What follows belongs to an exercise in optimizing a design on an open flow for small area and a short achievable clock period; a production flow would make more cautious choices.
The RTL was checked by simulation tests, not by an equivalence proof against the original design.
Power is estimated from default activity; no workload was simulated.

==> run Z <==
## fir_filter
module fir_filter
(
    input  logic              clk,
    input  logic              rst_n,
    input  logic [fir_pkg::WD_IN-1:0]  data_in,
    output logic [fir_pkg::WD_OUT-1:0] data_out
);
export LEC_CHECK = 0
export CAP_MARGIN = 20
export CORE_MARGIN = 2
export CORE_UTILIZATION = 40
export CTS_CLUSTER_DIAMETER = 80
export CTS_CLUSTER_SIZE = 30
export SLEW_MARGIN = 20
export SYNTH_HIERARCHICAL = 1
export SYNTH_MINIMUM_KEEP_SIZE = 0
create_clock -name core_clock -period 12.5 [get_ports {clk}]
standard.sh (not shown) runs the stock make flow with config.mk's settings and CLKGATE_MAP_FILE= SYNTH_SCRIPT=/design/flow/synth_recipe.tcl, a recipe that flattens the netlist after the stock synthesis.
==> flow/flow/run.sh <==
#!/bin/bash
# Own layout flow: the standard ORFS flow (standard.sh, unchanged synthesis,
# floorplan, power grid and tap cells), with two changes to how the layout is made:
#  - port buffers are buf_4 cells instead of the delay-buffer cell buffer_ports
#    picks by default;
#  - ORFS's timing repair aims for setup slack of 8.75 ns at the design's 12.5 ns
#    clock, so it repairs the paths that set the achieved period.
# The SDC (clock period, I/O delays, load) is the standard flow's own, unchanged.
set -euo pipefail
bash standard.sh \
  "BUFFER_PORTS_ARGS=-buffer_cell sky130_fd_sc_hd__buf_4" \
  SETUP_SLACK_MARGIN=8.75 \
  finish > standard_flow.log 2>&1
==> run R (differences from run Z) <==
--- a/flow/design.v
+++ b/flow/design.v
@@ -1641,23 +1641,21 @@
     assign u0 = {t0_q[33], t0_q[32], w1057, w1055, w1053, w1051, w1049, w1047, w1045, w1043, w1041, w1039, w1037, w1035, w1033, w1031, w1029, w1027, w1025, w1023, w1021, w1019, w1017, w1015, w1013, w1011, w1009, w1007, w1005, w1003, w1001, w999, w997, t2_q[0]};
     assign u1 = {t1_q[33], w1059, w1058, w1056, w1054, w1052, w1050, w1048, w1046, w1044, w1042, w1040, w1038, w1036, w1034, w1032, w1030, w1028, w1026, w1024, w1022, w1020, w1018, w1016, w1014, w1012, w1010, w1008, w1006, w1004, w1002, w1000, w998, w996};
     assign sum = u0 + u1;
     assign r   = sum[W-1:9];
     assign y   = (r[24] != r[23]) ? {r[24], {23{~r[24]}}} : r[23:0];
-    logic first_q;
     always_ff @(posedge clk or posedge rst_n) begin
         if (rst_n) begin
             d_q      <= '0;
-            first_q  <= 1'b1;
+            t0_q     <= '0;
+            t1_q     <= '0;
+            t2_q     <= '0;
             data_out <= '0;
         end else begin
             d_q      <= {d_q[14*fir_pkg::WD_IN-1:0], data_in};
-            first_q  <= 1'b0;
-            data_out <= first_q ? '0 : y;
+            t0_q     <= t0;
+            t1_q     <= t1;
+            t2_q     <= t2;
+            data_out <= y;
         end
     end
-    always_ff @(posedge clk) begin
-        t0_q <= t0;
-        t1_q <= t1;
-        t2_q <= t2;
-    end
 endmodule
Settings changed: CTS_CLUSTER_DIAMETER 80 to unset, CTS_CLUSTER_SIZE 30 to unset.
==> comparison table <==
metric                                                                    run Z           run R
Peak clock frequency supported by timing                              0.271 GHz       0.271 GHz
Multi-input gates                                                           771             713
# fillers                                                                 5,267           5,101
Floorplan die area                                                   63,300 um2      63,300 um2
Number of standard cells in the layout, taps in and fillers out           2,304           2,289
# resized after CTS                                                           1               6
Fin worst setup slack                                                   8.81 ns         8.81 ns
Power share of the combinational group                                    60.8%           54.3%
Number of flip-flops and latches in the synthesized netlist                 482             481
Dpl cell area                                                        25,900 um2      26,100 um2
Asr flop ratio synth                                                      79.9%            100%
Worst slew margin relative to its limit                                   31.4%           37.1%
Count of cell types in the netlist                                           53              45
Leakage dissipation                                                     11.5 nW         12.1 nW
Area of all sequential standard cells                                11,600 um2      12,000 um2
Result of the run                                                finished clean  finished clean
Total number of nets in the final design                                  2,094           2,054
Pwr dens                                                             288 nW/um2      284 nW/um2
Post-Syn Instances                                                        1,430           1,362
Routability cong.                                                         0.882           0.885
Met1 layer usage reported by global route                                 24.6%           24.8%

* * *

==> v11 <==
Another version of the RTL of fir_filter (not shown whole).
clock: 12.5 ns
lec_check: 0
cap_margin: 20
core_margin: 2
core_utilization: 65
cts_cluster_diameter: 80
cts_cluster_size: 30
place_density: 0.75
slew_margin: 20
synth_hierarchical: 1
synth_minimum_keep_size: 0
==> flow/flow/run.sh <==
#!/bin/bash
# Own layout flow: the standard ORFS flow (standard.sh, unchanged synthesis,
# floorplan, power grid and tap cells), with two changes to how the layout is made:
#  - port buffers are buf_2 cells instead of the delay-buffer cell buffer_ports
#    picks by default;
#  - ORFS's timing repair aims for setup slack of 8.75 ns at the design's 12.5 ns
#    clock, so it repairs the paths that set the achieved period.
# The SDC (clock period, I/O delays, load) is the standard flow's own, unchanged.
set -euo pipefail
bash standard.sh \
  "BUFFER_PORTS_ARGS=-buffer_cell sky130_fd_sc_hd__buf_2" \
  SETUP_SLACK_MARGIN=8.75 \
  finish > standard_flow.log 2>&1
==> v25 (differences from v11) <==
- CTS_CLUSTER_DIAMETER: 80 -> 100
- CTS_CLUSTER_SIZE: 30 -> 20
==> comparison table <==
item                                                   v11               v25
GRT met1 Usage                                      37.88%            38.24%
FILL cells                                            2331              2334
Worst-Margin Slew                                0.6632 ns         0.6594 ns
Maximum achievable frequency                     272.1 MHz         272.6 MHz
Maximum vdd ir drop                               205.2 uV          216.8 uV
Data required time at the worst endpoint          12.95 ns          13.01 ns
Run status                no timing/DRC/antenna violations  no timing/DRC/antenna violations
Cell area after layout                         25820 sq um       25810 sq um
Relative slew margins                               55.79%            56.04%
Clk tree area frac                                  3.053%            3.020%
Non-clock buffering overhead                        1.444%            1.459%
Critical Path Sink                        t2_q[10]$_DFF_P_  t1_q[24]$_DFF_P_
Number of clock buffers in the layout                   30                49
Area growth, synth to finish                        7.462%            7.420%
Average vias per placed instance                     5.560             5.534
GRT met2 Usage                                      47.11%            47.19%

[port drivers added, routing unchanged]
Ports are ideal in the flow. The routed layouts listed here were re-timed in OpenROAD. Step 1 sets driving cells, clkbuf_16 on the clock port and buf_2 on the other inputs (assumed; they add their load-dependent delay and slew). Step 2 also shifts input and output timing later by t, the mid clock arrival at the registers, as if the neighbouring blocks saw the same clock. Three values: ideal, step 1, step 2; two values: the first two.
| run | t, ns | setup slack, ns | clock arrival spread, ns | worst data-port slew with drivers (ns) | pins driven straight from the clock port |
|---|---|---|---|---|---|
| run Z | 0.635 | 8.811 / 8.755 / 8.405 | 0.038 / 0.038 | 0.05 | 1 |
| run R | 0.646 | 8.809 / 8.753 / 8.357 | 0.032 / 0.032 | 0.05 | 1 |
| v11 | 0.610 | 8.826 / 8.792 / 8.394 | 0.025 / 0.026 | 0.03 | 1 |
| v25 | 0.613 | 8.832 / 8.809 / 8.383 | 0.025 / 0.025 | 0.03 | 1 |
After both steps setup and hold are still met in every run listed. The setup slack of run R, which loses most, moves by -0.056 ns with the drivers and by -0.452 ns with both steps.
